From an optimization exercise on the open Yosys and OpenROAD flow, aimed at small area, a short achievable clock period and few clock cycles; shortcuts taken in it are not production practice. The RTL was checked by simulation tests, not by an equivalence proof against the original design. Power figures rest on the tool's default switching activity, not on a simulated workload.

Setup of try-onyx:
==> flow/design.v (excerpt) <==
module md5_byte_stream_digest (
  input  logic        clk,
  input  logic        rst,
  input  logic        msg_valid,
  output logic        msg_ready,
  input  logic        msg_kind,
  input  logic [7:0]  msg_data_byte,
  output logic        digest_valid,
  input  logic        digest_ready,
  output logic [31:0] digest_word_a,
  output logic [31:0] digest_word_b,
  output logic [31:0] digest_word_c,
  output logic [31:0] digest_word_d
);
  logic        ibusy;           
  logic        cont;            
  logic [5:0]  off;             
  logic        i_first;         
  logic        i_padb;          
  logic [54:0] i_hi;            
  logic        acc;
  logic        blk_end;
  logic        copy;
  assign msg_ready = !ibusy;
  assign acc = msg_valid && !ibusy;
  assign blk_end = acc && (msg_kind == KIND_FINISH || off == 6'd63);
  always_ff @(posedge clk) begin
    if (rst) begin
      ibusy <= 1'b0;
      cont <= 1'b0;
      off <= 6'd0;
    end else if (copy) begin
      ibusy <= 1'b0;
      off <= 6'd0;
    end else if (acc) begin
      if (blk_end) begin
        ibusy <= 1'b1;
        cont <= (msg_kind == KIND_DATA);
      end else begin
        off <= off + 6'd1;
      end
    end
  end
  always_ff @(posedge clk) begin
    if (acc) begin
      if (off == 6'd0) begin
        if (cont) begin
          i_hi <= i_first ? 55'd1 : i_hi + 55'd1;
        end
        i_first <= !cont;
      end
      i_padb <= (msg_kind == KIND_FINISH);
    end
  end
  md5_pkg::cst_t cst;
  logic        ph2;             
  logic [5:0]  rnd;
  logic        out_valid;
  logic [31:0] wb, wc, wd;      
  logic [31:0] tq;              
  logic [31:0] wq;              
  ...
Size in the first run: ~4,800 cells after synthesis, ~140 I/O pins.
make LEC_CHECK=0 CAP_MARGIN=20 CORE_MARGIN=2 CORE_UTILIZATION=40 CTS_BUF_LIST=sky130_fd_sc_hd__clkbuf_8 PLACE_DENSITY=0.75 SETUP_SLACK_MARGIN=5 SLEW_MARGIN=20 SYNTH_HIERARCHICAL=1 TNS_END_PERCENT=10 finish   # period 10.0 ns
run.sh (not shown) runs the stock make flow with config.mk's settings and CLKGATE_MAP_FILE= SYNTH_SCRIPT=/design/flow/synth_recipe.tcl, a recipe that flattens the netlist after the stock synthesis.
Testbench counts of try-onyx, summed over its fixed seeds: cycles 31,417.
diff inputs: try-onyx => try-zinc
- swapping 0.75 for 0.85 in PLACE_DENSITY
- swapping 10 for 20 in TNS_END_PERCENT
Findings:
- Diff try-onyx -> try-zinc | total routed wire length on the met1 layer | down by a few percent
- try-zinc vs. try-onyx: layout overhead on the synthesized area went down by 0.24 points.
- try-zinc contains more vias than try-onyx.
- try-zinc: power per cell area about 0.7% below try-onyx
- Wire: try-zinc routes more than try-onyx
- In summary, try-zinc completed successfully, with a layout that passed the timing, DRC and antenna checks.
- For the proportion of power drawn by combinational gates, try-zinc came in 0.3 points higher than try-onyx did.
- There was hardly any difference in utilization between try-zinc and try-onyx.
- Re total power: try-zinc is 0.91% down on try-onyx.
Inputs modified between try-zinc and try-pepper:
- a change of PLACE_DENSITY from 0.85 to 0.75
- a deleted TNS_END_PERCENT that had been 20
Findings:
Per the comparison of try-pepper with try-zinc, fraction of area in clock buffers and inverters +0.47 points; sequential share of layout area -0.52 points; core utilization +0.43 points. Every stage of the flow completed for try-pepper, and the final layout passed the timing, DRC and antenna checks.
Input-level comparison between try-garnet and try-pepper:
- TNS_END_PERCENT now 20, previously not set
- Per the final summary, try-garnet finished and its layout is clean on timing, DRC and antenna.
- try-pepper | stages: all done | timing, DRC, antenna: all pass
- Looking at try-pepper and try-garnet, the count of sequential standard cells is a wash.
- Number of diodes was higher in the run labelled try-pepper.
- [compare] base=try-pepper new=try-garnet: combinational cell fraction of total power picked up an extra 0.7 points, total of clock buffers placed in the layout picked up an extra about 3.5%.
- Against try-pepper, number of instances resized during post-cts repair in try-garnet fell by more than 10%.
- ~same share of the final layout cell area in multi-input gates in try-pepper and try-garnet
- Between try-pepper and try-garnet, cell area is lower for try-garnet, try-pepper comes in above that.
- As far as final hold slack is concerned, try-garnet and try-pepper perform about the same.
- Fmax on try-garnet is ahead of try-pepper.
- Number of CTS-inserted buffers, try-pepper and try-garnet, lower one = try-garnet.

## re-timing with driven ports
No port has a modelled driver above. Below, the same layouts with a new extraction and two added sets of constraints. Step 1 (the two cells are an assumption about what drives the block):
set clk [get_ports {clk}]
set_driving_cell -lib_cell sky130_fd_sc_hd__clkbuf_16 $clk
set_driving_cell -lib_cell sky130_fd_sc_hd__buf_2 [delete_from_list [all_inputs] $clk]
Step 2 adds t to the input delays and takes it off the output delays; t is the mean of the earliest and latest rising clock arrival at the registers after step 1. Input paths then give back, and output paths get back, about the clock's delay inside the block. a / b / c = ideal / step 1 / step 2; a / b = the first two.
run | shift t [ns] | setup slack, ns | worst register clock-pin slew, ns
try-onyx | 0.996 | 4.446 / 4.446 / 3.814 | 0.08 / 0.08
try-zinc | 0.979 | 4.335 / 4.335 / 3.890 | 0.10 / 0.10
try-pepper | 0.988 | 4.439 / 4.439 / 4.334 | 0.08 / 0.08
try-garnet | 0.979 | 4.470 / 4.470 / 3.842 | 0.08 / 0.08
After both steps every run listed still meets setup and hold. The setup slack of try-onyx, which loses most, moves by 0.000 ns with the drivers and by -0.632 ns with both steps.
